From an optimization exercise on the open Yosys and OpenROAD flow, aimed at small area, a short achievable clock period and few clock cycles; shortcuts taken in it are not production practice.
RTL that was checked went through simulation tests only; none was proved equivalent to the original.
No functional check of the RTL was part of runs 3 to 5.
Power figures rest on the tool's default switching activity, not on a simulated workload.

<file path="flow/design.v">
`timescale 1ns/1ps
package tl_bios_pkg;
    localparam int XLEN   = 32;          
    localparam int STRB_W = XLEN / 8;    
    localparam int SID_W  = 2;           
    localparam int ADDR_W = 32;
    localparam int BIOS_BYTES = 128;
    localparam int MEM_IDX_W  = $clog2(BIOS_BYTES);   
    localparam logic [8*BIOS_BYTES-1:0] BIOS_IMAGE = {
        256'h3cc3a55ace8a4602fdb97531e0ac6824df9b5713f0e1d2c3b4a5968778695a4b,
        256'h3c2d1e0f1032547698badcfeefcdab8967452301ffeeddccbbaa998877665544,
        256'h332211000a0d796461657220534f494200c3f2eb10cd0007bb0eb40974c008ac,
        256'haa5590feeb0012e87c40be10cd0003b8fcfb7c00bcc08ed88ec031f000e05bea
    };
    localparam logic [2:0] OP_GET      = 3'd4;
    localparam logic [2:0] OP_PUT_FULL = 3'd0;
    localparam logic [2:0] OP_ACK      = 3'd0;
    localparam logic [2:0] OP_ACK_DATA = 3'd1;
    localparam logic [2:0] SIZE_BYTE = 3'd0;
    localparam logic [2:0] SIZE_HALF = 3'd1;
    localparam logic [2:0] SIZE_WORD = 3'd2;
endpackage
`timescale 1ns/1ps
import tl_bios_pkg::*;
module tl_ul_bios (
    input  logic                              clk,
    input  logic                              reset,
    input  logic                              a_valid,
    output logic                              a_ready,
    input  logic [2:0]                        a_opcode,
    input  logic [2:0]                        a_size,
    input  logic [tl_bios_pkg::SID_W-1:0]     a_source,
    input  logic [tl_bios_pkg::ADDR_W-1:0]    a_address,
    input  logic [tl_bios_pkg::STRB_W-1:0]    a_mask,
    input  logic [tl_bios_pkg::XLEN-1:0]      a_data,
    output logic                              d_valid,
    input  logic                              d_ready,
    output logic [2:0]                        d_opcode,
    output logic [2:0]                        d_size,
    output logic [tl_bios_pkg::SID_W-1:0]     d_source,
    output logic [tl_bios_pkg::XLEN-1:0]      d_data,
    output logic                              d_denied
);
    localparam int WORDS = BIOS_BYTES / 4;
    typedef struct packed {
        logic [4:0]      idx;       
        logic [1:0]      lane;      
        logic [2:0]      size;      
        logic [1:0]      source;    
        logic            ack_data;  
        logic            denied;
        logic            rd;        
        logic            half;      
        logic            word;      
        logic [3:0]      wbe;       
        logic [XLEN-1:0] wdata;     
    } req_t;
    logic        is_get, is_put;
    logic        bad_size, misaligned, past_end, bad_mask, deny;
    logic [3:0]  lanes;
    logic [1:0]  a_lane;
    req_t        a_req;
    assign a_lane = a_address[1:0];
    assign is_get = (a_opcode == OP_GET);
    assign is_put = (a_opcode == OP_PUT_FULL);
    assign bad_size = (a_size > SIZE_WORD);
    assign past_end = |a_address[ADDR_W-1:MEM_IDX_W];
    always_comb begin
        case (a_size)
            SIZE_HALF: misaligned = a_lane[0];
            SIZE_WORD: misaligned = |a_lane;
            default:   misaligned = 1'b0;
        endcase
    end
    always_comb begin
        case (a_size[1:0])
            2'd0:    lanes = 4'b0001 << a_lane;
            2'd1:    lanes = a_lane[1] ? 4'b1100 : 4'b0011;
            default: lanes = 4'b1111;
        endcase
    end
    assign bad_mask = is_put && (a_mask != lanes);
    assign deny     = (!is_get && !is_put) | bad_size | misaligned | past_end | bad_mask;
    always_comb begin
        a_req.idx      = a_address[MEM_IDX_W-1:2];
        a_req.lane     = a_lane;
        a_req.size     = a_size;
        a_req.source   = a_source;
        a_req.ack_data = !is_put;
        a_req.denied   = deny;
        a_req.rd       = is_get && !deny;
        a_req.half     = (a_size[1:0] == 2'd1);
        a_req.word     = a_size[1];
        a_req.wbe      = (is_put && !deny) ? lanes : 4'b0000;
        a_req.wdata[7:0]   = a_data[7:0];
        a_req.wdata[15:8]  = a_lane[0] ? a_data[7:0] : a_data[15:8];
        a_req.wdata[23:16] = a_lane[1] ? a_data[7:0] : a_data[23:16];
        a_req.wdata[31:24] = a_lane[0] ? a_data[7:0] :
                             a_lane[1] ? a_data[15:8] : a_data[31:24];
    end
    req_t  s0, s1, s1_d;
    req_t  s1_n;                 
    logic [WORDS-1:0] sel_lo, sel_hi, sel_lo_d, sel_hi_d;
    logic  s0_v, s1_v;
    logic  s1_new;       
    logic  accept;
    logic  d_load;       
    logic  s1_free;      
    assign accept  = a_valid & a_ready;
    assign d_load  = ~d_valid | d_ready;
    assign s1_free = ~s1_v | d_load;
    always_ff @(posedge clk or posedge reset) begin
        if (reset) begin
            s0_v    <= 1'b0;
            s1_v    <= 1'b0;
            s1_new  <= 1'b0;
            a_ready <= 1'b0;
        end else begin
            if (s1_free) begin
                s1_v   <= s0_v | accept;
                s1_new <= s0_v | accept;
            end else begin
                s1_new <= 1'b0;
            end
            if (s0_v) begin
                s0_v    <= ~s1_free;
                a_ready <= s1_free;
            end else begin
                s0_v    <= accept & ~s1_free;
                a_ready <= ~(accept & ~s1_free);
            end
        end
    end
    always_comb begin
        s1_d = s0_v ? s0 : a_req;
        s1_n = s1_free ? s1_d : s1;
        for (int w = 0; w < WORDS; w++) begin
            sel_lo_d[w] = (s1_n.idx == 5'(w)) & s1_n.rd & (~s1_n.lane[1] | s1_n.word);
            sel_hi_d[w] = (s1_n.idx == 5'(w)) & s1_n.rd & (s1_n.lane[1] | s1_n.word);
        end
    end
    always_ff @(posedge clk) begin
        if (!s0_v) begin
            s0 <= a_req;
        end
        if (s1_free) begin
            s1 <= s1_d;
        end
    end
    always_ff @(posedge clk) begin
        sel_lo <= sel_lo_d;
        sel_hi <= sel_hi_d;
    end
    logic [WORDS-1:0][XLEN-1:0] mem;
    logic [WORDS-1:0] wsel;
    logic [3:0]       wbe_now;           
    logic [XLEN-1:0]  wd_one, wd_zero;   
    logic [XLEN-1:0]  rword;
    assign wd_one  = s1.wdata | {XLEN{reset}};
    assign wd_zero = s1.wdata & ~{XLEN{reset}};
    assign wbe_now = s1.wbe & {4{s1_new}};
    for (genvar w = 0; w < WORDS; w++) begin : g_word
        assign wsel[w] = (s1.idx == 5'(w));
        for (genvar b = 0; b < STRB_W; b++) begin : g_byte
            logic we;
            assign we = reset | (wsel[w] & wbe_now[b]);
            for (genvar i = 0; i < 8; i++) begin : g_bit
                localparam logic IMG = BIOS_IMAGE[32*w + 8*b + i];
                always_ff @(posedge clk) begin
                    if (we) begin
                        mem[w][8*b + i] <= IMG ? wd_one[8*b + i] : wd_zero[8*b + i];
                    end
                end
            end
        end
    end
    always_comb begin
        rword = '0;
        for (int w = 0; w < WORDS; w++) begin
            rword[15:0]  = rword[15:0]  | (mem[w][15:0]  & {16{sel_lo[w]}});
            rword[31:16] = rword[31:16] | (mem[w][31:16] & {16{sel_hi[w]}});
        end
    end
    logic [XLEN-1:0] rdata;
    always_comb begin
        rdata[7:0]   = s1.lane[0] ? (rword[15:8] | rword[31:24]) :
                                    (rword[7:0]  | (rword[23:16] & {8{~s1.word}}));
        rdata[15:8]  = s1.word ? rword[15:8] :
                       s1.half ? (rword[15:8] | rword[31:24]) : 8'h00;
        rdata[31:16] = s1.word ? rword[31:16] : 16'h0000;
    end
    assign d_opcode[2:1] = 2'b00;
    always_ff @(posedge clk or posedge reset) begin
        if (reset) begin
            d_valid <= 1'b0;
        end else if (d_load) begin
            d_valid <= s1_v;
        end
    end
    always_ff @(posedge clk or posedge reset) begin
        if (reset) begin
            d_opcode[0] <= 1'b0;
            d_size      <= '0;
            d_source    <= '0;
            d_denied    <= 1'b0;
            d_data      <= '0;
        end else if (d_load) begin
            d_opcode[0] <= s1.ack_data;
            d_size   <= s1.size;
            d_source <= s1.source;
            d_denied <= s1.denied;
            d_data   <= rdata;
        end
    end
endmodule
</file>
<file path="flow/run.sh">
#!/bin/bash
# synth_recipe.tcl (not shown) runs the flow's synth.tcl, then flattens the netlist and writes it again
# the make line also repeats each setting of config.mk as NAME=value (left out here)
make -C /OpenROAD-flow-scripts/flow DESIGN_CONFIG=/design/flow/config.mk WORK_HOME=/design/flow/orfs CLKGATE_MAP_FILE= SYNTH_SCRIPT=/design/flow/synth_recipe.tcl finish
</file>
<file path="flow/config.mk">
export PLATFORM = sky130hd
export DESIGN_NAME = tl_ul_bios
export DESIGN_NICKNAME = tl_ul_bios
export VERILOG_FILES = /design/flow/design.v
export SDC_FILE = /design/flow/constraint.sdc
export NUM_CORES = 4
export LEC_CHECK = 0
export CAP_MARGIN = 20
export CORE_MARGIN = 2
export CORE_UTILIZATION = 60
export CTS_CLUSTER_DIAMETER = 100
export CTS_CLUSTER_SIZE = 30
export SETUP_SLACK_MARGIN = 3.3
export SLEW_MARGIN = 20
</file>
<file path="flow/constraint.sdc">
create_clock -name core_clock -period 5.5 [get_ports {clk}]
set_input_delay 1.1000 -clock core_clock [delete_from_list [all_inputs] [get_ports {clk}]]
set_output_delay 1.1000 -clock core_clock [all_outputs]
set_load 0.01 [all_outputs]
</file>
==> flow_summary.yaml, run 1 <==
timing:
  setup_tns_ps: 0
  hold_viol_final: 0
  clock_skew_ps: 30.3
  worstMarginPinSlew_ps: 1040
  fmax_ghz: 0.404
  slew_viol_final: 0
  rsz0062_at_grt: "true"
  fin_crit_ps: 2470
  setup_viol: 0
  fin_crit_sh_pct: 45.0
  slew_headroom_pct: 30.8
final_layout:
  layout-drive-gt1-share_pct: 23.3
  final_common_cell: "edfxtp_1"
  most-common-layout-cells: "edfxtp_1 (1069), a22oi_1 (401), buf_4 (243), nand2_1 (112), nand4_1 (109)"
  num-fill-cells: 4856
  syn2layout_area_growth_pct: 15.7
  final_util_pct: 70.2
  fin_nets: 3120
logic_synthesis:
  ys_seq_area_share_pct: 79.0
  yosys_warnings: 1
  yosysTopAreaCell: "edfxtp_1"
  syn_avg_cell_area_sq_um: 16.3
  synth.ff_latch_count: 1238
  synth-async-reset-ratio_pct: 3.55
  synth_edf_count: 1069
  synth_cell_types: 52
  synthCells: 2774
  synthTopCellsByArea: "edfxtp_1 (71%), a22oi_1 (6.8%), dfxtp_1 (5.5%)"
  mappedNetlistArea_sq_mm: 0.0452
  ys.flop_type: "edfxtp_1"
  netlist.area_leader.share_pct: 71.0
setup_path:
  r2r-start: "sel_lo[17]"
  ff2ff_setup_slack_ps: 3200
  worstPathArrival_ps: 1370
  cp_top_family: "flip-flops"
  start_kind: "flop"
  path_cells: "buf_6"
  critPathKind: "reg2out"
  r2r-end: "d_data[3]"
  cp_max_fo: 2
  endpoint_kind: "output pin"
  crit_required_ps: 4400
  r2r_cells: 6
  max_stage_delay_ps: 540
  cpMaxStageDelayCell: "dfrtp_2"
  crit_buf_inv: 1
pwr:
  ir_drop_mv: 0.259
  p_clk_share_pct: 24.4
  cellLeakagePower_nw: 17.6
  comb_power_share_pct: 12.2
  finalPower_mw: 18.4
  power_density_mw_per_mm2: 353
  swShare_pct: 25.6
  p_int_mw: 13.7
  switchingPower_mw: 4.72
  p_seq_share_pct: 63.4
worst_hold_path:
  hp-class: "reg2reg"
  min_to: "d_opcode[0]"
  min-delay-start: "s1[40]"
  min_path_cells: 2
detailed_routing:
  wl_mm: 155
  first_pass_iters: 6
  remaining_drc_errors: 0
  vias: 29300
  ant_nets: 0
  drt_iter0_drc: 5282
  wire_per_inst_um: 38.2
  viasPerCell: 7.23
floorplan:
  core.rowCount: 100
  die_x_um: 278
  num_io_pins: 123
  start_util_pct: 60.7
  core_region_area_sq_mm: 0.0744
  die_h_um: 278
  die-area_sq_mm: 0.0775
run_status:
  status: "complete, no violations"
clock_tree:
  cts.sinks: 1238
  cts-root-buf: "clkbuf_16"
  h-tree-depth: 2
  cts_tree: "yes"
  cts_buffer_depth: 3
  insertion_delay_ps: 660
  path_clk_slew_ps: 120
  cts_buffers: 47
place:
  place_hpwl_mm: 93.1
  gp_congestion: 0.937
  port_buffers: 120
global_routing:
  antenna_found_initial: 4
  grt_pass1_vias: 27500
  grtUsageTotal_pct: 39.4
  grt_overflow_total: 0
  grt_pass1_wl_mm: 210
  grt_max_degree: 140
run:
  max_cap_viol_count: 0
[power groups by stage]
stage	Combinational (mW)	Sequential, mW	Clock, mW
2_1_floorplan	0.885	11.7	0
3_3_place_gp	1.78	11.8	0
3_5_place_dp	1.83	11.9	0
4_1_cts	2.03	11.7	4.47
5_1_grt	2.31	11.8	4.75
6_report	2.26	11.7	4.49
[worst max path at each step]
stage                         start        end  slack, ps  cells after the start
after floorplan             d_ready  sel_hi[2]       2950                      8
after global placement      d_ready  sel_hi[0]       1490                      7
after detailed placement    d_ready  sel_hi[0]       1410                      7
after CTS                 d_data[3]  d_data[3]       3050                      1
after global routing      d_data[3]  d_data[3]       3060                      1
final                     d_data[3]  d_data[3]       3030                      1
[state kept, by name (all words and copies together), names as in the netlist]
name / cells
s0_v: 1
mem: 1024
sel_lo: 32
s1: 53
d_source: 2
d_opcode: 1
d_size: 3
a_ready: 1
d_valid: 1
d_denied: 1
s1_new: 1
sel_hi: 32
s1_v: 1
d_data: 32
s0: 53
[cells in the mapped netlist, types with 2 or more instances]
cell type / n
nor2b_1: 36
clkbuf_1: 191
a31oi_1: 10
nand2_1: 123
mux2_2: 17
a211oi_1: 2
o21ai_1: 8
inv_1: 9
nor3_1: 22
a22o_1: 60
a21oi_1: 17
nand2b_1: 8
dfxtp_1: 125
nor2_2: 9
buf_4: 2
dfrtp_1: 44
or3_1: 9
or2_1: 3
a221oi_1: 53
nand3b_1: 6
buf_6: 4
o21ai_0: 135
inv_2: 2
buf_1: 12
nor2_1: 89
nand4_1: 109
edfxtp_1: 1069
and3b_1: 2
or2_2: 35
a22oi_1: 407
mux2i_1: 28
nor4_4: 2
nor3_2: 3
o2111ai_1: 5
o31ai_1: 50
nor3b_1: 5
nor4_1: 30
o22ai_1: 2
nand3_1: 15
buf_2: 4
[per-stage QoR]
stage / area (sq um) / setup slack [ps] / hold slack (ps) / cells
detailed placement: 48600 / 1410 / 439 / 3844
CTS: 51200 / 3050 / 466 / 3998
floorplan: 45500 / 2950 / 422 / 2775
global placement: 48500 / 1490 / 440 / 3843
finish: 52300 / 3030 / 464 / 4049
global route: 52300 / 3060 / 496 / 4048
[cell families (layout without fill, tap and decap cells)]
logic type             count (synthesis)  in the layout  synth area share (%)
buffers and inverters                224            526                  1.96
other                                  1              4               0.00830
AO/OA/AOI/OAI                        755            755                  12.0
flip-flops                          1238           1238                  79.0
AND/OR/NAND/NOR                      509            510                  5.92
multiplexers                          47             47                  1.12
[layout make-up]
cell class	instances	area, sq um	share of cell area [%]
diodes	2	5.00	0.00958
clock buffers	83	1350	2.59
clock inverters	4	46.3	0.0886
inverters	11	73.8	0.141
multi-input cells	1314	9980	19.1
flip-flops and latches	1238	35800	68.4
well taps	969	1210	2.32
repair buffers	426	3810	7.29
repair inverters	2	17.5	0.0335
[repair_timing]
action	CTS	global route
resized for setup	408	186
gates cloned	5	2
setup endpoints to repair	924	574
buffers inserted	62	47
hold buffers	0	0
pin swaps	48	54
[layer usage]
| layer | vias to the layer above | GRT usage (%) | wire length [um] |
|---|---|---|---|
| li1 | 11600 | - | - |
| met1 | 14900 | 55.1 | 56500 |
| met2 | 2393 | 59.7 | 69600 |
| met3 | 382 | 11.5 | 21900 |
| met4 | 2 | 13.8 | 6610 |
| met5 | - | 0.125 | 11 |
Testbench counts, summed over its fixed seeds: cycles 16,024.
==> inputs of run 2 (changes only) <==
--- a/flow/config.mk
+++ b/flow/config.mk
@@ -10,5 +10,5 @@
 export CORE_UTILIZATION = 60
 export CTS_CLUSTER_DIAMETER = 100
 export CTS_CLUSTER_SIZE = 30
-export SETUP_SLACK_MARGIN = 3.3
+export SETUP_SLACK_MARGIN = 3.1
 export SLEW_MARGIN = 20
==> run 2 against run 1 <==
Against the previous run:
- still clean
- routed wire length is 3.3% lower
- die area stayed put
- final cell count is 1.4% lower
- fmax is 2.6% higher
- first-iteration DRC count is 5.6% lower
- design area is 2.9% lower
- global-route usage is 0.91 points lower
- register-to-register slack worse by 110 ps
- critical path type is now reg2reg
- critical endpoint is now mem[1004]
- largest power group unchanged
==> flow_summary.yaml, run 2 <==
timing:
  worstMarginPinSlew_ps: 1040
  slew_viol_final: 0
  fin_crit_sh_pct: 43.8
  hold_viol_final: 0
  fin_crit_ps: 2410
  setup_tns_ps: 0
  slew_headroom_pct: 30.8
  clock_skew_ps: 34.9
  rsz0062_at_grt: "true"
  fmax_ghz: 0.415
  setup_viol: 0
logic_synthesis:
  syn_avg_cell_area_sq_um: 16.3
  synth.ff_latch_count: 1238
  mappedNetlistArea_sq_mm: 0.0452
  yosys_warnings: 1
  synthTopCellsByArea: "edfxtp_1 (71%), a22oi_1 (6.8%), dfxtp_1 (5.5%)"
  ys.flop_type: "edfxtp_1"
  ys_seq_area_share_pct: 79.0
  synth_most_common_cell: "edfxtp_1"
  netlist.area_leader.share_pct: 71.0
  synthCells: 2774
  yosysTopAreaCell: "edfxtp_1"
  synth_cell_types: 52
  synthTopCellsByCount: "edfxtp_1 (1069), a22oi_1 (407), clkbuf_1 (191)"
  synth-async-reset-ratio_pct: 3.55
  synth_edf_count: 1069
clock_tree:
  path_clk_slew_ps: 120
  cts.sinks: 1238
  h-tree-depth: 2
  cts_tree: "yes"
  insertion_delay_ps: 670
  hold_buffers: 0
  cts_buffer_depth: 3
  cts-root-buf: "clkbuf_16"
  cts_buffers: 47
setup_path:
  endpoint_kind: "flop"
  crit_required_ps: 5880
  worstPathArrival_ps: 2790
  critPathKind: "reg2reg"
  cp_max_fo: 16
  start_kind: "flop"
final_layout:
  fin_nets: 3059
  most-common-layout-cells: "edfxtp_1 (1069), a22oi_1 (407), buf_4 (237), dfxtp_1 (121), nand2_1 (116)"
  layout-drive-gt1-share_pct: 17.7
  final_util_pct: 68.1
  regMostFlops: "mem"
  syn2layout_area_growth_pct: 12.3
  reg_top3: "mem: 1024 flops, s0: 53 flops, s1: 53 flops"
  largest_reg_flops: 1024
  final_common_cell: "edfxtp_1"
place:
  place_hpwl_mm: 92.1
  gp_congestion: 0.907
  port_buffers: 120
floorplan:
  die-area_sq_mm: 0.0775
  die_h_um: 278
  num_io_pins: 123
  core_region_area_sq_mm: 0.0744
  core.rowCount: 100
  die_x_um: 278
  start_util_pct: 60.7
pwr:
  cellLeakagePower_nw: 17.0
  ir_drop_mv: 0.229
  finalPower_mw: 18.1
  power_density_mw_per_mm2: 356
detailed_routing:
  wire_per_inst_um: 37.5
  drt_iter0_drc: 4984
  first_pass_iters: 5
  met2_length_mm: 65.6
  highest_layer: "met5"
  wl_mm: 150
  viasPerCell: 7.18
  met1_length_mm: 54.9
  met3_length_mm: 22.2
  remaining_drc_errors: 0
  vias: 28600
  ant_nets: 0
global_routing:
  antenna_found_initial: 3
  grt_max_degree: 142
  grt_overflow_total: 0
  grt_pass1_vias: 27100
  grt_pass1_wl_mm: 205
  grtUsageTotal_pct: 38.5
run_status:
  status: "complete, no violations"
worst_hold_path:
  hp-class: "reg2reg"
run:
  max_cap_viol_count: 0
run 2: cell types whose count changed in the layout (fill, tap and decap cells not counted), moves of 13 or more:
cell / change
buf_6: -46
o21ai_0: +43
o21ai_1: -30
nor2_1: +25
buf_12: -18
nor2_4: -17
dfxtp_1: +14
clkdlybuf4s50_1: +13
dfxtp_4: -13
run 2: logic make-up (layout without fill, tap and decap cells):
family          after synthesis  after routing  share of synthesized area (%)
simple gates                509            510                           5.92
mux                          47             47                           1.12
compound gates              755            755                           12.0
other cells                   1              7                        0.00830
flops                      1238           1238                           79.0
buf+inv                     224            465                           1.96
run 2: per-layer routing:
layer / GRT usage (%) / up-vias
met3: 10.6 / 357
li1: - / 11500
met1: 55.3 / 14500
met4: 14.2 / 2
met5: 0 / -
met2: 56.9 / 2305
run 2: power by group:
part	total, mW	switching, mW	internal (mW)
clock network	4.39	2.72	1.67
registers	11.7	0.409	11.3
logic	1.99	1.42	0.565
run 2: worst max-delay path, stage by stage, from the launching register on:
cell and delay (ps):
dfxtp_1 770, nand2_2 540, o31ai_4 540, buf_4 270
run 2: what timing repair did:
action	CTS	global route
setup endpoints to repair	559	224
buffers inserted	28	7
resized for setup	258	45
pin swaps	20	14
cloned	3	0
run 2: final timing paths:
path	start	endpoint	slack [ps]	depth (start not counted)
max	s1[48]	mem[1004]	3090	3
min	s0[35]	s0[35]	460	2
max reg2reg	s1[48]	mem[1004]	3090	3
min reg2reg	s0[35]	s0[35]	460	2
max in group asynchronous	reset	s0_v	4120	3
min in group asynchronous	reset	d_data[11]	480	2
run 2: area by class of cell:
| class | instances | area [sq um] |
|---|---|---|
| Clock inverter | 4 | 56.3 |
| Timing Repair Buffer | 367 | 2990 |
| Fill cell | 5009 | 23700 |
| Sequential cell | 1238 | 35700 |
| Clock buffer | 83 | 1310 |
| Antenna cell | 5 | 12.5 |
| Tap cell | 969 | 1210 |
| Multi-Input combinational cell | 1314 | 9360 |
| Inverter | 11 | 70.1 |
run 2: stage by stage:
stage	hold slack, ps	cells	worst slack [ps]	cell area (sq um)
after floorplan	422	2775	2960	45300
after global placement	442	3860	1920	48600
after detailed placement	444	3860	1850	48600
after CTS	463	3978	3000	50500
after global routing	480	3986	3070	50700
final	458	3991	3090	50700
==> inputs of run 3 (changes only) <==
--- a/flow/design.v
+++ b/flow/design.v
@@ -101,8 +101,9 @@
     req_t  s0, s1, s1_d;
     req_t  s1_n;                 
     logic [WORDS-1:0] sel_lo, sel_hi, sel_lo_d, sel_hi_d;
+    logic [WORDS-1:0] wsel, wsel_d;
+    logic  s1_new_d;
     logic  s0_v, s1_v;
-    logic  s1_new;       
     logic  accept;
     logic  d_load;       
     logic  s1_free;      
@@ -113,14 +114,10 @@
         if (reset) begin
             s0_v    <= 1'b0;
             s1_v    <= 1'b0;
-            s1_new  <= 1'b0;
             a_ready <= 1'b0;
         end else begin
             if (s1_free) begin
-                s1_v   <= s0_v | accept;
-                s1_new <= s0_v | accept;
-            end else begin
-                s1_new <= 1'b0;
+                s1_v <= s0_v | accept;
             end
             if (s0_v) begin
                 s0_v    <= ~s1_free;
@@ -134,7 +131,9 @@
     always_comb begin
         s1_d = s0_v ? s0 : a_req;
         s1_n = s1_free ? s1_d : s1;
+        s1_new_d = s1_free & (s0_v | accept);
         for (int w = 0; w < WORDS; w++) begin
+            wsel_d[w]   = (s1_d.idx == 5'(w)) & s1_new_d & (|s1_d.wbe);
             sel_lo_d[w] = (s1_n.idx == 5'(w)) & s1_n.rd & (~s1_n.lane[1] | s1_n.word);
             sel_hi_d[w] = (s1_n.idx == 5'(w)) & s1_n.rd & (s1_n.lane[1] | s1_n.word);
         end
@@ -148,22 +147,23 @@
         end
     end
     always_ff @(posedge clk) begin
+        wsel   <= wsel_d;
         sel_lo <= sel_lo_d;
         sel_hi <= sel_hi_d;
     end
     logic [WORDS-1:0][XLEN-1:0] mem;
-    logic [WORDS-1:0] wsel;
-    logic [3:0]       wbe_now;           
+    logic             mload;             
     logic [XLEN-1:0]  wd_one, wd_zero;   
     logic [XLEN-1:0]  rword;
-    assign wd_one  = s1.wdata | {XLEN{reset}};
-    assign wd_zero = s1.wdata & ~{XLEN{reset}};
-    assign wbe_now = s1.wbe & {4{s1_new}};
+    always_ff @(posedge clk) begin
+        mload <= reset;
+    end
+    assign wd_one  = s1.wdata | {XLEN{mload}};
+    assign wd_zero = s1.wdata & ~{XLEN{mload}};
     for (genvar w = 0; w < WORDS; w++) begin : g_word
-        assign wsel[w] = (s1.idx == 5'(w));
         for (genvar b = 0; b < STRB_W; b++) begin : g_byte
             logic we;
-            assign we = reset | (wsel[w] & wbe_now[b]);
+            assign we = mload | (wsel[w] & s1.wbe[b]);
             for (genvar i = 0; i < 8; i++) begin : g_bit
                 localparam logic IMG = BIOS_IMAGE[32*w + 8*b + i];
                 always_ff @(posedge clk) begin
==> run 3 against run 2 <==
Against the previous run:
- critical endpoint is now d_data[5]
- critical path type unchanged
- critical path depth rose by 4
- area after synthesis up 1.7%
- total power is 1.1% higher
==> flow_summary.yaml, run 3 <==
final_layout:
  largest_reg_flops: 1024
  multi_input_area_sq_mm: 0.00955
  regMostFlops: "mem"
  fin_nets: 2976
  num-fill-cells: 5227
  final_common_cell: "edfxtp_1"
  reg_top3: "mem: 1024 flops, s0: 53 flops, s1: 53 flops"
  syn2layout_area_growth_pct: 10.5
  layout-drive-gt1-share_pct: 14.6
  most-common-layout-cells: "edfxtp_1 (1069), a22oi_1 (386), dfxtp_1 (151), a21o_1 (130), buf_4 (118)"
  regArea_sq_mm: 0.0364
worst_hold_path:
  min_path_cells: 2
  hp-class: "reg2reg"
logic_synthesis:
  synth-async-reset-ratio_pct: 3.39
  synth_mux_area_share_pct: 1.00
  synth_most_common_cell: "edfxtp_1"
  synthTopCellsByCount: "edfxtp_1 (1069), a22oi_1 (387), clkbuf_1 (184)"
  synthXorXnorAreaFrac_pct: 0
  syn_avg_cell_area_sq_um: 16.5
  yosys_warnings: 1
  synth_edf_count: 1069
  ys.flop_type: "edfxtp_1"
  synthAdderAreaFrac_pct: 0
  synthTopCellsByArea: "edfxtp_1 (70%), dfxtp_1 (6.9%), a22oi_1 (6.3%)"
  synthSimpleGateAreaFrac_pct: 5.67
  synth_top_family_by_area: "compound AO/OA/AOI/OAI gates"
  synth_cell_types: 55
  yosysTopAreaCell: "edfxtp_1"
  synthCells: 2788
  synth-compound-area-share_pct: 12.3
  synth.ff_latch_count: 1270
  mappedNetlistArea_sq_mm: 0.0460
  netlist.area_leader.share_pct: 69.9
  ys_seq_area_share_pct: 79.1
floorplan:
  die-area_sq_mm: 0.0788
  die_h_um: 281
  start_util_pct: 60.6
  core_region_area_sq_mm: 0.0758
  die_x_um: 281
  num_io_pins: 123
  core.rowCount: 101
pwr:
  finalPower_mw: 18.3
  ir_drop_mv: 0.228
  power_density_mw_per_mm2: 360
  cellLeakagePower_nw: 17.6
setup_path:
  critPathKind: "reg2reg"
  worstPathArrival_ps: 2940
  crit_required_ps: 6010
  r2r_cells: 7
  start_kind: "flop"
  endpoint_kind: "flop"
  cp_max_fo: 11
timing:
  fin_crit_sh_pct: 44.2
  hold_ws_ps: 459
  slew_viol_final: 0
  hold_viol_final: 0
  setup_tns_ps: 0
  slew_headroom_pct: 24.7
  clock_skew_ps: 13.9
  worstMarginPinSlew_ps: 1130
  setup_viol: 0
  rsz0062_at_grt: "true"
  setup_ws_ps: 3070
  fmax_ghz: 0.411
  fin_crit_ps: 2430
clock_tree:
  cts.sinks: 1270
  cts-root-buf: "clkbuf_16"
  cts_buffers: 48
  insertion_delay_ps: 650
  h-tree-depth: 2
  path_clk_slew_ps: 120
  cts_buffer_depth: 3
  cts_tree: "yes"
global_routing:
  grt_max_degree: 193
  antenna_found_initial: 4
  grt_pass1_wl_mm: 210
  grt_overflow_total: 0
  grt_pass1_vias: 26900
  grtUsageTotal_pct: 39.3
detailed_routing:
  vias: 28600
  first_pass_iters: 6
  drt_iter0_drc: 5167
  wl_mm: 155
  ant_nets: 0
  viasPerCell: 7.32
  remaining_drc_errors: 0
  wire_per_inst_um: 39.5
place:
  port_buffers: 120
  post-place-ws_ps: 1260
  place_hpwl_mm: 95.4
  gp_congestion: 0.947
run:
  max_cap_viol_count: 0
run_status:
  status: "complete, no violations"
[run 3: timing repair]
| item | CTS | global route |
|---|---|---|
| resized for setup | 273 | 88 |
| gates cloned | 7 | 0 |
| hold buffers | 0 | 0 |
| setup buffers | 21 | 15 |
| setup endpoints to repair | 199 | 110 |
| pin swaps | 21 | 40 |
[run 3: logic make-up after synthesis]
group / count (synthesis)
AOI/OAI and AO/OA: 758
buffers and inverters: 218
muxes: 43
other: 1
DFF: 1270
and+or+nand+nor: 498
[run 3: cell type report]
class,count,area share (%)
Sequential cell,1270,71.6
Tap cell,978,2.41
Antenna cell,1,0.00493
Inverter,15,0.118
Timing Repair Buffer,254,4.31
Clock inverter,3,0.0567
Multi-Input combinational cell,1307,18.8
Clock buffer,85,2.68
[run 3: layer usage]
metal | share of wire [%] | track usage, %
met3 | 16 | 12.6
met5 | 0.041 | 0
met2 | 44 | 57.4
met1 | 37 | 56.7
met4 | 3.8 | 12.3
[run 3: metrics by stage]
step	utilization, %	cells	cell area (sq um)
floorplan	-	2789	46100
global placement	63.9	3778	48400
detailed placement	63.9	3778	48400
CTS	66.3	3894	50300
global route	67.0	3912	50800
finish	67.0	3913	50800
[run 3: final timing paths]
check / from / end / slack [ps]
worst max-delay path: sel_lo[17] / d_data[5] / 3070
worst min-delay path: s1[39] / d_denied / 460
worst max register to register: sel_lo[17] / d_data[5] / 3070
worst min register to register: s1[39] / d_denied / 460
max in group asynchronous: reset / d_data[7] / 4240
min in group asynchronous: reset / d_denied / 740
[run 3: power breakdown]
| part | internal, mW | switching (mW) | leakage [nW] |
|---|---|---|---|
| Combinational | 0.511 | 1.35 | 4.79 |
| Clock | 1.72 | 2.78 | 0.662 |
| Sequential | 11.5 | 0.386 | 12.2 |
| Total | 13.7 | 4.52 | 17.6 |
[run 3: worst max-delay path, stage by stage, from the launching register on]
cell and delay (ps):
dfxtp_1 490, buf_4 310, a22oi_1 200, nand4_1 150, nor4_2 520, o2111ai_2 380, o21ai_0 170, a31oi_1 60
==> inputs of run 4 (changes only) <==
--- a/flow/design.v
+++ b/flow/design.v
@@ -102,7 +102,7 @@
     req_t  s1_n;                 
     logic [WORDS-1:0] sel_lo, sel_hi, sel_lo_d, sel_hi_d;
     logic [WORDS-1:0] wsel, wsel_d;
-    logic  s1_new_d;
+    logic  s1_new;       
     logic  s0_v, s1_v;
     logic  accept;
     logic  d_load;       
@@ -114,8 +114,10 @@
         if (reset) begin
             s0_v    <= 1'b0;
             s1_v    <= 1'b0;
+            s1_new  <= 1'b0;
             a_ready <= 1'b0;
         end else begin
+            s1_new <= s1_free & (s0_v | accept);
             if (s1_free) begin
                 s1_v <= s0_v | accept;
             end
@@ -131,9 +133,8 @@
     always_comb begin
         s1_d = s0_v ? s0 : a_req;
         s1_n = s1_free ? s1_d : s1;
-        s1_new_d = s1_free & (s0_v | accept);
         for (int w = 0; w < WORDS; w++) begin
-            wsel_d[w]   = (s1_d.idx == 5'(w)) & s1_new_d & (|s1_d.wbe);
+            wsel_d[w]   = (s1_d.idx == 5'(w));
             sel_lo_d[w] = (s1_n.idx == 5'(w)) & s1_n.rd & (~s1_n.lane[1] | s1_n.word);
             sel_hi_d[w] = (s1_n.idx == 5'(w)) & s1_n.rd & (s1_n.lane[1] | s1_n.word);
         end
@@ -153,6 +154,7 @@
     end
     logic [WORDS-1:0][XLEN-1:0] mem;
     logic             mload;             
+    logic [3:0]       wbe_now;           
     logic [XLEN-1:0]  wd_one, wd_zero;   
     logic [XLEN-1:0]  rword;
     always_ff @(posedge clk) begin
@@ -160,10 +162,11 @@
     end
     assign wd_one  = s1.wdata | {XLEN{mload}};
     assign wd_zero = s1.wdata & ~{XLEN{mload}};
+    assign wbe_now = s1.wbe & {4{s1_new}};
     for (genvar w = 0; w < WORDS; w++) begin : g_word
         for (genvar b = 0; b < STRB_W; b++) begin : g_byte
             logic we;
-            assign we = mload | (wsel[w] & s1.wbe[b]);
+            assign we = mload | (wsel[w] & wbe_now[b]);
             for (genvar i = 0; i < 8; i++) begin : g_bit
                 localparam logic IMG = BIOS_IMAGE[32*w + 8*b + i];
                 always_ff @(posedge clk) begin
==> run 4 against run 3 <==
Against the previous run:
- still clean on timing, DRC and antenna
- combinational power up 2%
- register-to-register slack better by 100 ps
- sequential share of layout area grew 0.41 points
- clock power is essentially flat
- synthesized cell count is 0.11% lower
- via count is 2.4% lower
- die area down 0.22%
- total power rose by 0.55%
- critical path depth stayed put
- first-iteration DRC count down 7.1%
- core utilization shrank 0.35 points
- critical path type is now in2reg
- largest cell class unchanged
==> flow_summary.yaml, run 4 <==
run_status:
  status: "complete, no violations"
place:
  gp_congestion: 0.930
  dp_cells: 3770
  place_hpwl_mm: 92.4
  port_buffers: 120
  post-place-ws_ps: 1870
timing:
  fin_crit_sh_pct: 44.1
  fin_crit_ps: 2430
  setup_viol: 0
  worstMarginPinSlew_ps: 1110
  setup_tns_ps: 0
  rsz0062_at_grt: "true"
  setup_ws_ps: 3070
  clock_skew_ps: 21.1
  hold_viol_final: 0
  slew_headroom_pct: 26.0
  fmax_ghz: 0.412
  slew_viol_final: 0
clock_tree:
  cts_buffer_depth: 3
  cts_buffers: 48
  cts.sinks: 1271
  h-tree-depth: 2
  path_clk_slew_ps: 110
  insertion_delay_ps: 650
  cts_tree: "yes"
  cts-root-buf: "clkbuf_16"
logic_synthesis:
  synth.ff_latch_count: 1271
  synth-async-reset-ratio_pct: 3.46
  synthCells: 2785
  synthTopCellsByArea: "edfxtp_1 (70%), dfxtp_1 (6.9%), a22oi_1 (6.3%)"
  synth_edf_count: 1069
  yosys_warnings: 1
  ys_seq_area_share_pct: 79.3
  yosysTopAreaCell: "edfxtp_1"
  netlist.area_leader.share_pct: 70.0
  synthTopCellsByCount: "edfxtp_1 (1069), a22oi_1 (386), clkbuf_1 (192)"
  mappedNetlistArea_sq_mm: 0.0459
  synth_most_common_cell: "edfxtp_1"
  synth_cell_types: 52
  ys.flop_type: "edfxtp_1"
  syn_avg_cell_area_sq_um: 16.5
detailed_routing:
  viasPerCell: 7.20
  ant_nets: 0
  first_pass_iters: 6
  drt_iter0_drc: 4802
  remaining_drc_errors: 0
  wire_per_inst_um: 39.3
  wl_mm: 153
  vias: 28000
final_layout:
  fin_nets: 2948
  final_common_cell: "edfxtp_1"
  regMostFlops: "mem"
  instances_no_fill: 3884
  num-fill-cells: 5258
  reg_top3: "mem: 1024 flops, s0: 53 flops, s1: 53 flops"
  most-common-layout-cells: "edfxtp_1 (1069), a22oi_1 (386), dfxtp_1 (156), a21o_1 (128), nor2_1 (109)"
  largest_reg_flops: 1024
  antenna_cells: 0
  layout-drive-gt1-share_pct: 13.5
  syn2layout_area_growth_pct: 10.1
setup_path:
  start_kind: "input port"
  critPathKind: "in2reg"
  r2r-start: "sel_lo[2]"
  endpoint_kind: "flop"
  crit_required_ps: 6000
  worstPathArrival_ps: 2930
  path_cells: "clkdlybuf4s50_1 > nor4_1 > a31oi_1 > a211oi_1 > o22ai_1 > or3_4 > o21ai_2"
  cpMaxStageDelayCell: "clkdlybuf4s50_1"
  cp_max_fo: 5
  crit_start: "a_mask[1]"
  max_stage_delay_ps: 500
floorplan:
  num_io_pins: 123
  die_x_um: 280
  start_util_pct: 60.5
  core_region_area_sq_mm: 0.0758
  core.rowCount: 101
  die-area_sq_mm: 0.0786
  die_h_um: 280
global_routing:
  busiest_layer: "met2"
  grt_max_degree: 193
  antenna_found_initial: 4
  use_met1_pct: 55.2
  grt_overflow_total: 0
  grtUsageMet2_pct: 56.9
  grt_pass1_vias: 26300
  grt_pass1_wl_mm: 207
  grtUsageTotal_pct: 38.7
  met3_usage_pct: 13.2
pwr:
  p_seq_share_pct: 65.0
  p_clk_share_pct: 24.7
  power_density_mw_per_mm2: 363
  cellLeakagePower_nw: 17.5
  switchingPower_mw: 4.55
  ir_drop_mv: 0.299
  p_int_mw: 13.8
  swShare_pct: 24.8
  comb_power_share_pct: 10.3
run:
  max_cap_viol_count: 0
worst_hold_path:
  hp-class: "reg2reg"
  min-delay-start: "s1[45]"
## run 4: changes by cell type in the layout (fill, tap and decap cells not counted), sizes merged, moves of 4 or more
cell,previous run,this run
nand3,17,12
clkdlybuf4s50,37,53
dlygate4sd2,12,1
mux2,12,18
nor3,59,11
mux2i,31,27
nand3b,5,1
buf,174,157
a21oi,21,17
inv,15,11
or3,18,12
nor2,80,137
## run 4: final cells by class
cell class | instances | area [sq um] | share of cell area, %
clock buffers | 87 | 1400 | 2.77
clock inverters | 1 | 16.3 | 0.0322
inverters | 11 | 41.3 | 0.0817
multi-input cells | 1302 | 9360 | 18.5
flip-flops and latches | 1271 | 36400 | 72.0
well taps | 978 | 1220 | 2.42
repair buffers | 234 | 2090 | 4.13
## run 4: power by group through the flow
stage	clock, mW	sequential (mW)	combinational, mW
after global placement	0	12.1	1.69
after detailed placement	0	12.1	1.73
final	4.53	11.9	1.90
after CTS	4.54	11.9	1.75
after global routing	4.84	12.0	1.97
after floorplan	0	12.0	0.799
## run 4: metal layers
metal	vias to the layer above	wire [um]
met3	312	23600
met2	2247	67100
met1	14200	56400
met5	-	10
li1	11200	-
met4	2	5440
## run 4: cells by family after synthesis
logic type | Yosys count | share of synthesized area, %
DFF | 1271 | 79.3
buffers and inverters | 214 | 1.81
muxes | 45 | 1.03
AOI/OAI and AO/OA | 753 | 12.3
other | 1 | 0.00818
and+or+nand+nor | 501 | 5.52
## run 4: path summary, 6_finish.rpt
kind	cells after the start	slack, ps	end
worst min register to register	2	460	d_size[2]
worst max-delay path	7	3070	s1[33]
worst max register to register	7	3170	d_data[2]
worst min-delay path	2	460	d_size[2]
min in group asynchronous	2	860	d_data[27]
max in group asynchronous	3	4120	d_valid
## run 4: worst max-delay path, delay by kind of cell
kind            cells  cell delay (ps)
compound gates      4              630
simple gates        2              690
buf+inv             1              500
## run 4: stage by stage
| step | hold slack, ps | util [%] | area, sq um | total power, mW |
|---|---|---|---|---|
| final | 462 | 66.6 | 50500 | 18.4 |
| after global routing | 484 | 66.6 | 50500 | 18.8 |
| after global placement | 426 | 63.7 | 48300 | 13.8 |
| after CTS | 465 | 65.9 | 50000 | 18.2 |
| after detailed placement | 440 | 63.7 | 48300 | 13.9 |
| after floorplan | 419 | - | 46000 | 12.8 |
## run 4: what timing repair did
action	in CTS	in global routing
gates cloned	3	0
setup buffers	15	6
resized for setup	233	105
setup endpoints to repair	215	81
pin swaps	8	22
hold buffers	0	0
==> inputs of run 5 (changes only) <==
==> flow/flow/run.sh (new file) <==
#!/bin/bash
# Standard layout, except that sizing may swap a cell for one of another
# footprint and the port buffers are buf_4 instead of the smallest buffer.
set -euo pipefail
bash standard.sh synth > flow_synth.log 2>&1
bash standard.sh MATCH_CELL_FOOTPRINT=0 "BUFFER_PORTS_ARGS=-buffer_cell sky130_fd_sc_hd__buf_4" finish > flow_layout.log 2>&1
==> flow/standard.sh (new file) <==
#!/bin/bash
# synth_recipe.tcl (not shown) runs the flow's synth.tcl, then flattens the netlist and writes it again
# the make line also repeats each setting of config.mk as NAME=value (left out here)
make -C /OpenROAD-flow-scripts/flow DESIGN_CONFIG=/design/flow/config.mk WORK_HOME=/design/flow/orfs CLKGATE_MAP_FILE= SYNTH_SCRIPT=/design/flow/synth_recipe.tcl "${@:-finish}"
removed: flow/run.sh
==> run 5 against run 4 <==
Against the previous run:
- highest routed layer unchanged
- core utilization is 0.91 points lower
- routed wire length is 0.12% lower
- area after synthesis stayed put
- clock skew is 12 ps higher
- worst hold slack better by 2.2 ps
- via count is 1.3% higher
- largest cell class unchanged
- clock-buffer cell count stayed put
- final cell count is 0.13% lower
- die area stayed put
- register-to-register slack hardly changed
- total power is 0.33% lower
- critical path type is now reg2out
==> flow_summary.yaml, run 5 <==
pwr:
  switchingPower_mw: 4.53
  ir_drop_mv: 0.360
  p_clk_share_pct: 24.7
  cellLeakagePower_nw: 17.2
  p_int_mw: 13.8
  swShare_pct: 24.8
  power_density_mw_per_mm2: 367
  p_seq_share_pct: 65.3
  comb_power_share_pct: 10.0
setup_path:
  path_cells: "buf_4"
  max_stage_delay_ps: 460
  worst-path-stages: 1
  critPathKind: "reg2out"
  r2r-end: "d_data[7]"
  ff2ff_setup_slack_ps: 3160
  crit_required_ps: 4400
  cpMaxStageDelayCell: "dfrtp_1"
  start_kind: "flop"
  worstPathArrival_ps: 1300
  cp_max_fo: 2
  cp_top_family: "flip-flops"
  r2r-start: "sel_hi[26]"
  endpoint_kind: "output pin"
  crit_buf_inv: 1
  r2r_cells: 8
clock_tree:
  cts_buffer_depth: 3
  path_clk_slew_ps: 120
  cts_buffers: 48
  h-tree-depth: 2
  cts-root-buf: "clkbuf_16"
  insertion_delay_ps: 660
  cts.sinks: 1271
  cts_tree: "yes"
global_routing:
  grt_max_degree: 193
  antenna_found_initial: 5
  grt_overflow_total: 0
  grt_pass1_wl_mm: 206
  grt_pass1_vias: 26400
  use_met1_pct: 55.5
  grtUsageTotal_pct: 38.6
  busiest_layer: "met2"
  grtUsageMet2_pct: 56.3
  met3_usage_pct: 12.2
final_layout:
  num-fill-cells: 5297
  final_common_cell: "edfxtp_1"
  fin_nets: 2943
  final_util_pct: 65.7
  largest_reg_flops: 1024
  layout-drive-gt1-share_pct: 14.0
  reg_top3: "mem: 1024 flops, s0: 53 flops, s1: 53 flops"
  most-common-layout-cells: "edfxtp_1 (1069), a22oi_1 (386), buf_4 (216), dfxtp_1 (147), nor2_1 (136)"
  antenna_cells: 0
  instances_no_fill: 3879
  regMostFlops: "mem"
  syn2layout_area_growth_pct: 8.64
floorplan:
  die-area_sq_mm: 0.0786
  start_util_pct: 60.5
  core_region_area_sq_mm: 0.0758
  core.rowCount: 101
  num_io_pins: 123
  die_x_um: 280
  die_h_um: 280
logic_synthesis:
  netlist.area_leader.share_pct: 70.0
  synthCells: 2785
  yosysTopAreaCell: "edfxtp_1"
  synth_most_common_cell: "edfxtp_1"
  mappedNetlistArea_sq_mm: 0.0459
  ys.flop_type: "edfxtp_1"
  yosys_warnings: 1
  synthTopCellsByArea: "edfxtp_1 (70%), dfxtp_1 (6.9%), a22oi_1 (6.3%)"
  synth_edf_count: 1069
  ys_seq_area_share_pct: 79.3
  synth-async-reset-ratio_pct: 3.46
  synth.ff_latch_count: 1271
  synth_cell_types: 52
  synthTopCellsByCount: "edfxtp_1 (1069), a22oi_1 (386), clkbuf_1 (192)"
  syn_avg_cell_area_sq_um: 16.5
timing:
  fin_crit_sh_pct: 43.6
  slew_headroom_pct: 22.3
  worstMarginPinSlew_ps: 1160
  hold_ws_ps: 464
  setup_viol: 0
  rsz0062_at_grt: "true"
  setup_tns_ps: 0
  clock_skew_ps: 32.6
  fin_crit_ps: 2400
  fmax_ghz: 0.417
  slew_viol_final: 0
  hold_viol_final: 0
place:
  gp_congestion: 0.936
  place_hpwl_mm: 94.4
  port_buffers: 120
  dp_cells: 3779
run:
  max_cap_viol_count: 0
detailed_routing:
  wl_mm: 152
  remaining_drc_errors: 0
  viasPerCell: 7.30
  first_pass_iters: 6
  wire_per_inst_um: 39.3
  drt_iter0_drc: 5136
  ant_nets: 0
  vias: 28300
worst_hold_path:
  min_path_cells: 2
  min_to: "d_size[1]"
  hp-class: "reg2reg"
  min-delay-start: "s1[44]"
run_status:
  status: "complete, no violations"
-- run 5: cell counts after synthesis --
No cell type changed its count.
-- run 5: cell families (layout without fill, tap and decap cells) --
family | Yosys count | after routing | share of synthesized area [%]
other | 1 | 2 | 0.00818
DFF | 1271 | 1271 | 79.3
AOI/OAI and AO/OA | 753 | 753 | 12.3
buffers and inverters | 214 | 329 | 1.81
muxes | 45 | 45 | 1.03
and+or+nand+nor | 501 | 501 | 5.52
-- run 5: timing repair --
action	4_1_cts	5_1_grt
pin swaps	1	2
setup buffers	7	4
cloned	0	1
setup endpoints to repair	123	80
hold buffers	0	0
gates resized for setup	28	25
-- run 5: worst max-delay path by stage --
| stage | from | to | slack (ps) |
|---|---|---|---|
| 3_5_place_dp | d_ready | sel_hi[28] | 2210 |
| 2_1_floorplan | a_size[0] | s1[33] | 2760 |
| 5_1_grt | s0_v | sel_hi[2] | 3080 |
| 6_report | d_data[12] | d_data[12] | 3100 |
| 4_1_cts | d_data[3] | d_data[3] | 3100 |
| 3_3_place_gp | d_ready | sel_hi[31] | 2270 |
-- run 5: cell type report --
type	count	area [sq um]	share of cell area, %
clock buffers	87	1370	2.75
clock inverters	1	20.0	0.0402
inverters	11	42.5	0.0854
multi-input cells	1301	8920	17.9
flip-flops and latches	1271	36400	73.1
well taps	978	1220	2.46
repair buffers	230	1840	3.70
-- run 5: power groups by stage --
stage	sequential (mW)	clock, mW	combinational [mW]
6_report	12.0	4.52	1.82
4_1_cts	11.9	4.50	1.73
2_1_floorplan	12.0	0	0.799
3_5_place_dp	12.1	0	1.68
5_1_grt	12.0	4.80	1.88
3_3_place_gp	12.1	0	1.65
-- run 5: stage by stage --
step | setup slack [ps] | power, mW | instance area [sq um]
floorplan | 2760 | 12.8 | 46000
global placement | 2270 | 13.8 | 48000
detailed placement | 2210 | 13.8 | 48000
CTS | 3100 | 18.2 | 49600
global route | 3080 | 18.7 | 49800
finish | 3100 | 18.3 | 49800
-- run 5: routing by layer --
metal  wire length (um)  part of all wire, %  vias to the layer above
li1                   -                    -                    11200
met1              56800                   37                    14400
met2              65600                   43                     2405
met3              23400                   15                      354
met4               6320                  4.1                        4
met5                170                 0.11                        -
==> inputs of run 6 (changes only) <==
--- a/flow/design.v
+++ b/flow/design.v
@@ -160,9 +160,9 @@
     always_ff @(posedge clk) begin
         mload <= reset;
     end
-    assign wd_one  = s1.wdata | {XLEN{mload}};
-    assign wd_zero = s1.wdata & ~{XLEN{mload}};
-    assign wbe_now = s1.wbe & {4{s1_new}};
+    assign wd_one  = s0.wdata | {XLEN{mload}};
+    assign wd_zero = s0.wdata & ~{XLEN{mload}};
+    assign wbe_now = s0.wbe & {4{s1_new}};
     for (genvar w = 0; w < WORDS; w++) begin : g_word
         for (genvar b = 0; b < STRB_W; b++) begin : g_byte
             logic we;
==> flow/flow/run.sh (replaced) <==
#!/bin/bash
# Standard layout, except that sizing may swap a cell for one of another
# footprint and the port buffers are buf_2 instead of the smallest buffer.
set -euo pipefail
bash standard.sh synth > flow_synth.log 2>&1
bash standard.sh MATCH_CELL_FOOTPRINT=0 "BUFFER_PORTS_ARGS=-buffer_cell sky130_fd_sc_hd__buf_2" finish > flow_layout.log 2>&1
--- a/flow/config.mk
+++ b/flow/config.mk
@@ -7,8 +7,8 @@
 export LEC_CHECK = 0
 export CAP_MARGIN = 20
 export CORE_MARGIN = 2
-export CORE_UTILIZATION = 60
+export CORE_UTILIZATION = 70
 export CTS_CLUSTER_DIAMETER = 100
 export CTS_CLUSTER_SIZE = 30
-export SETUP_SLACK_MARGIN = 3.1
+export SETUP_SLACK_MARGIN = 3.3
 export SLEW_MARGIN = 20
==> run 6 against run 5 <==
Against the previous run:
- still clean
- design area fell by 0.92%
- final cell count decreased by 4.1%
- first-iteration DRC count up 11%
- via count up 0.35%
- flip-flop and latch count decreased by 36
- register-to-register slack improved by 60 ps
- clock power is 3% lower
- combinational power fell by 9%
- critical path type unchanged
- largest power group unchanged
==> flow_summary.yaml, run 6 <==
run_status:
  status: "complete, no violations"
floorplan:
  num_io_pins: 123
  core_region_area_sq_mm: 0.0632
  die_x_um: 257
  die-area_sq_mm: 0.0661
  core.rowCount: 92
  start_util_pct: 71.0
  die_h_um: 257
setup_path:
  cp_max_fo: 2
  start_kind: "flop"
  worstPathArrival_ps: 1290
  cp_top_family: "flip-flops"
  endpoint_kind: "output pin"
  max_stage_delay_ps: 490
  critPathKind: "reg2out"
  crit_required_ps: 4400
  crit_buf_inv: 1
  path_cells: "buf_6"
  cpMaxStageDelayCell: "dfrtp_2"
detailed_routing:
  wl_mm: 146
  drt_iter0_drc: 5720
  wire_per_inst_um: 39.2
  ant_nets: 0
  first_pass_iters: 9
  vias: 28400
  remaining_drc_errors: 0
  viasPerCell: 7.64
place:
  postPlaceCellArea_sq_mm: 0.0465
  place_hpwl_mm: 90.2
  post-place-ws_ps: 2120
  port_buffers: 120
  gp_congestion: 0.967
logic_synthesis:
  synthCells: 2723
  synthTopCellsByArea: "edfxtp_1 (72%), a22oi_1 (6.6%), dfxtp_1 (5.4%)"
  ys_seq_area_share_pct: 79.5
  netlist.area_leader.share_pct: 71.6
  syn_avg_cell_area_sq_um: 16.5
  synth_edf_count: 1069
  synth-async-reset-ratio_pct: 3.56
  yosysTopAreaCell: "edfxtp_1"
  yosys_warnings: 1
  synth_cell_types: 54
  mappedNetlistArea_sq_mm: 0.0448
  synth_most_common_cell: "edfxtp_1"
  synthTopCellsByCount: "edfxtp_1 (1069), a22oi_1 (396), clkbuf_1 (179)"
  ys.flop_type: "edfxtp_1"
  synth.ff_latch_count: 1235
clock_tree:
  cts_tree: "yes"
  h-tree-depth: 2
  cts_buffers: 47
  cts_buffer_depth: 3
  cts-root-buf: "clkbuf_16"
  path_clk_slew_ps: 110
  cts.sinks: 1235
  hold_buffers: 0
  insertion_delay_ps: 650
worst_hold_path:
  hp-class: "reg2reg"
timing:
  fmax_ghz: 0.419
  clock_skew_ps: 31.2
  fin_crit_ps: 2390
  setup_viol: 0
  setup_ws_ps: 3110
  slew_viol_final: 0
  worstMarginPinSlew_ps: 1160
  fin_crit_sh_pct: 43.4
  hold_viol_final: 0
  slew_headroom_pct: 22.8
  rsz0062_at_grt: "true"
  setup_tns_ps: 0
final_layout:
  layout-drive-gt1-share_pct: 17.8
  largest_reg_flops: 1024
  fin_nets: 2913
  most-common-layout-cells: "edfxtp_1 (1069), a22oi_1 (372), nor2_1 (142), a21o_1 (113), buf_2 (110)"
  postLayoutCellArea_sq_mm: 0.0494
  regMostFlops: "mem"
  syn2layout_area_growth_pct: 10.1
  final_common_cell: "edfxtp_1"
pwr:
  ir_drop_mv: 0.396
  power_density_mw_per_mm2: 353
  finalPower_mw: 17.4
  cellLeakagePower_nw: 17.3
global_routing:
  grt_pass1_wl_mm: 200
  antenna_found_initial: 3
  grt_overflow_total: 0
  grt_max_degree: 67
  grtUsageTotal_pct: 43.8
  grt_pass1_vias: 27000
run:
  max_cap_viol_count: 0
-- run 6: changes by cell type after synthesis, moves of 9 or more --
| cell | before | now |
|---|---|---|
| dfxtp_1 | 158 | 122 |
| mux2i_1 | 27 | 11 |
| inv_1 | 9 | 24 |
| clkbuf_1 | 192 | 179 |
| a22oi_1 | 386 | 396 |
| nor2_1 | 137 | 147 |
| a22o_1 | 70 | 61 |
-- run 6: worst paths after layout --
path / from / endpoint / slack, ps / depth (start not counted)
worst min register to register: s1[45] / d_size[2] / 460 / 2
max in group asynchronous: reset / d_data[19] / 4350 / 2
worst max-delay path: d_data[19] / d_data[19] / 3110 / 1
worst max register to register: sel_lo[4] / d_data[1] / 3220 / 7
min in group asynchronous: reset / d_data[2] / 610 / 2
worst min-delay path: s1[45] / d_size[2] / 460 / 2
-- run 6: where the power goes --
| part | switching, mW | leakage, nW | total, mW | internal (mW) |
|---|---|---|---|---|
| sequential | 0.340 | 11.9 | 11.4 | 11.0 |
| clock | 2.68 | 0.659 | 4.40 | 1.72 |
| combinational | 1.19 | 4.70 | 1.66 | 0.470 |
-- run 6: cell families (layout without fill, tap and decap cells) --
group | Yosys count | in the layout | share of synthesized area [%]
buffers and inverters | 218 | 363 | 1.88
and+or+nand+nor | 510 | 511 | 5.73
DFF | 1235 | 1235 | 79.5
AOI/OAI and AO/OA | 734 | 735 | 12.3
other | 1 | 4 | 0.00836
muxes | 25 | 25 | 0.608
-- run 6: repair_timing --
item                                     CTS  global route
cloned                                     1             2
endpoints found under the setup margin  1437           231
pin swaps                                 19            40
gates resized for setup                  100           139
buffers inserted                          24            23
-- run 6: metal layers --
layer	global-route usage [%]	share of wire (%)	vias up	routed length (um)
met5	0	0.0089	-	13
met4	26.3	7.9	2	11500
met3	11.8	15	626	22300
met2	67.3	45	2824	66000
met1	56.9	31	13900	45700
li1	-	-	11000	-
-- run 6: per-stage QoR --
step | cells | utilization, % | hold WS, ps
2_1_floorplan | 2724 | - | 420
5_1_grt | 3717 | 78.1 | 494
4_1_cts | 3692 | 76.8 | 462
3_3_place_gp | 3580 | 73.5 | 432
3_5_place_dp | 3580 | 73.6 | 432
6_report | 3719 | 78.1 | 460
-- run 6: cell type report --
cell class,count,area [sq um]
Tap cell,846,1060
Sequential cell,1235,35700
Antenna cell,2,5.00
Timing Repair Buffer,251,1900
Multi-Input combinational cell,1273,9210
Fill cell,3493,13800
Inverter,25,97.6
Clock inverter,1,30.0
Clock buffer,86,1370
Testbench counts of run 6, summed over its fixed seeds: cycles 16,024.
==> inputs of run 7 (changes only) <==
--- a/flow/config.mk
+++ b/flow/config.mk
@@ -7,8 +7,8 @@
 export LEC_CHECK = 0
 export CAP_MARGIN = 20
 export CORE_MARGIN = 2
-export CORE_UTILIZATION = 70
+export CORE_UTILIZATION = 60
 export CTS_CLUSTER_DIAMETER = 100
 export CTS_CLUSTER_SIZE = 30
-export SETUP_SLACK_MARGIN = 3.3
+export SETUP_SLACK_MARGIN = 3.1
 export SLEW_MARGIN = 20
==> run 7 against run 6 <==
Against the previous run:
- still clean
- flip-flop and latch count unchanged
- total power is 0.80% lower
- clock-buffer cell count is 1 lower
- critical endpoint is now d_data[20]
==> flow_summary.yaml, run 7 <==
logic_synthesis:
  synth_most_common_cell: "edfxtp_1"
  synth-compound-area-share_pct: 12.3
  synthTopCellsByCount: "edfxtp_1 (1069), a22oi_1 (396), clkbuf_1 (179)"
  synthTopCellsByArea: "edfxtp_1 (72%), a22oi_1 (6.6%), dfxtp_1 (5.4%)"
  synth_edf_count: 1069
  synth_mux_area_share_pct: 0.608
  ys_seq_area_share_pct: 79.5
  ys.flop_type: "edfxtp_1"
  synth_top_family_by_area: "compound AO/OA/AOI/OAI gates"
  synthSimpleGateAreaFrac_pct: 5.73
  synthXorXnorAreaFrac_pct: 0
  synthAdderAreaFrac_pct: 0
  mappedNetlistArea_sq_mm: 0.0448
  synth_cell_types: 54
  synth.ff_latch_count: 1235
  syn_avg_cell_area_sq_um: 16.5
  synth-async-reset-ratio_pct: 3.56
  synthCells: 2723
  netlist.area_leader.share_pct: 71.6
  yosys_warnings: 1
  yosysTopAreaCell: "edfxtp_1"
setup_path:
  start_kind: "flop"
  cp_max_fo: 2
  cp_top_family: "flip-flops"
  crit_buf_inv: 1
  critPathKind: "reg2out"
  crit_required_ps: 4400
  cpMaxStageDelayCell: "dfrtp_2"
  endpoint_kind: "output pin"
  path_cells: "buf_6"
  max_stage_delay_ps: 490
  worstPathArrival_ps: 1310
clock_tree:
  insertion_delay_ps: 660
  h-tree-depth: 2
  cts_buffer_depth: 3
  cts.sinks: 1235
  cts_tree: "yes"
  cts-root-buf: "clkbuf_16"
  cts_buffers: 47
  path_clk_slew_ps: 120
detailed_routing:
  remaining_drc_errors: 0
  ant_nets: 0
  viasPerCell: 7.23
  first_pass_iters: 6
  wire_per_inst_um: 39.5
  vias: 27500
  drt_iter0_drc: 4596
  wl_mm: 150
final_layout:
  layout-drive-gt1-share_pct: 13.1
  syn2layout_area_growth_pct: 7.84
  most-common-layout-cells: "edfxtp_1 (1069), a22oi_1 (395), nor2_1 (147), a21o_1 (129), dfxtp_1 (115)"
  instances_no_fill: 3799
  fin_nets: 2867
  regMostFlops: "mem"
  final_util_pct: 65.2
  num-fill-cells: 5231
  largest_reg_flops: 1024
  final_common_cell: "edfxtp_1"
floorplan:
  num_io_pins: 123
  core_region_area_sq_mm: 0.0742
  die-area_sq_mm: 0.0769
  start_util_pct: 60.4
  core.rowCount: 100
  die_h_um: 277
  die_x_um: 277
timing:
  slew_headroom_pct: 17.5
  fin_crit_ps: 2410
  fin_crit_sh_pct: 43.8
  clock_skew_ps: 23.1
  hold_ws_ps: 462
  slew_viol_final: 0
  fmax_ghz: 0.415
  hold_viol_final: 0
  rsz0062_at_grt: "true"
  setup_tns_ps: 0
  setup_viol: 0
  setup_ws_ps: 3090
  worstMarginPinSlew_ps: 1240
global_routing:
  grt_pass1_vias: 26100
  grt_max_degree: 98
  antenna_found_initial: 5
  grt_pass1_wl_mm: 205
  grtUsageTotal_pct: 38.9
  grt_overflow_total: 0
run_status:
  status: "complete, no violations"
place:
  post-place-ws_ps: 2260
  dp_cells: 3702
  gp_congestion: 0.908
  place_hpwl_mm: 94.1
  port_buffers: 120
pwr:
  cellLeakagePower_nw: 16.8
  power_density_mw_per_mm2: 357
  ir_drop_mv: 0.302
run:
  max_cap_viol_count: 0
worst_hold_path:
  hp-class: "reg2reg"
-- run 7: cell counts after synthesis --
No cell type changed its count.
-- run 7: cell type report --
cell class              count  area (sq um)  area share [%]
diodes                      5          12.5          0.0259
clock buffers              85          1370            2.84
clock inverters             2          33.8          0.0699
inverters                  25          95.1           0.197
multi-input cells        1271          8650            17.9
flip-flops and latches   1235         35700            73.7
well taps                 969          1210            2.51
repair buffers            207          1320            2.73
-- run 7: cell families (layout without fill, tap and decap cells) --
logic type | count (synthesis) | in the layout
AOI/OAI and AO/OA | 734 | 734
and+or+nand+nor | 510 | 510
DFF | 1235 | 1235
muxes | 25 | 25
buffers and inverters | 218 | 319
other | 1 | 7
-- run 7: worst paths after layout --
check / startpoint / to / slack (ps) / depth (start not counted)
setup / recovery: d_data[20] / d_data[20] / 3090 / 1
hold / removal: s1[40] / d_opcode[0] / 460 / 2
setup reg to reg: sel_hi[16] / d_data[6] / 3110 / 8
hold reg to reg: s1[40] / d_opcode[0] / 460 / 2
max in group asynchronous: reset / d_data[22] / 4340 / 2
min in group asynchronous: reset / d_data[18] / 620 / 2
-- run 7: metal layers --
| layer | vias to the layer above | share of wire, % | track usage (%) | wire (um) |
|---|---|---|---|---|
| met5 | - | 0.024 | 0 | 36 |
| met4 | 4 | 6.1 | 19.7 | 9180 |
| met3 | 427 | 12 | 7.88 | 17300 |
| met2 | 2093 | 47 | 61.8 | 70600 |
| met1 | 14000 | 35 | 51.7 | 52900 |
| li1 | 10900 | - | - | - |
-- run 7: power by group --
part,switching [mW],internal (mW)
clock network,2.73,1.73
registers,0.300,11.0
logic,1.14,0.362
-- run 7: metrics by stage --
| step | area, sq um | total power, mW |
|---|---|---|
| detailed placement | 46600 | 12.9 |
| CTS | 48200 | 17.2 |
| finish | 48400 | 17.3 |
| floorplan | 44900 | 12.1 |
| global route | 48300 | 17.7 |
| global placement | 46600 | 12.9 |
-- run 7: what timing repair did --
| action | CTS | global route |
|---|---|---|
| setup buffers | 5 | 0 |
| hold endpoints to repair | 0 | 0 |
| hold buffers | 0 | 0 |
| pin swaps | 8 | 3 |
| gates resized for setup | 45 | 19 |
| setup endpoints to repair | 236 | 93 |

-- separate check: timing with driven ports --
The flow's constraints put no driver on any port. The routed layouts listed below were extracted and timed again, unchanged, in two steps.
Step 1 (the two cells are an assumption about what drives the block):
set clk [get_ports {clk}]
set_driving_cell -lib_cell sky130_fd_sc_hd__clkbuf_16 $clk
set_driving_cell -lib_cell sky130_fd_sc_hd__buf_2 [delete_from_list [all_inputs] $clk]
Step 2 adds t to the input delays and takes it off the output delays; t is the mean of the earliest and latest rising clock arrival at the registers after step 1. Input paths then give back, and output paths get back, about the clock's delay inside the block.
a / b / c = ideal / step 1 / step 2; a / b = the first two.
run	t, ns	setup WS [ns]	latest minus earliest clock arrival (ns)
run 1	0.722	3.026 / 2.952 / 2.514	0.030 / 0.031
run 2	0.720	3.089 / 3.021 / 2.472	0.037 / 0.037
run 3	0.716	3.070 / 3.026 / 2.424	0.018 / 0.018
run 4	0.713	3.072 / 3.054 / 2.403	0.024 / 0.024
run 5	0.714	3.101 / 3.035 / 2.476	0.037 / 0.037
run 6	0.708	3.112 / 3.043 / 2.571	0.039 / 0.039
run 7	0.720	3.092 / 3.021 / 2.551	0.027 / 0.026
After both steps every run listed still meets setup and hold. The setup slack of run 4, which loses most, moves by -0.018 ns with the drivers and by -0.669 ns with both steps.
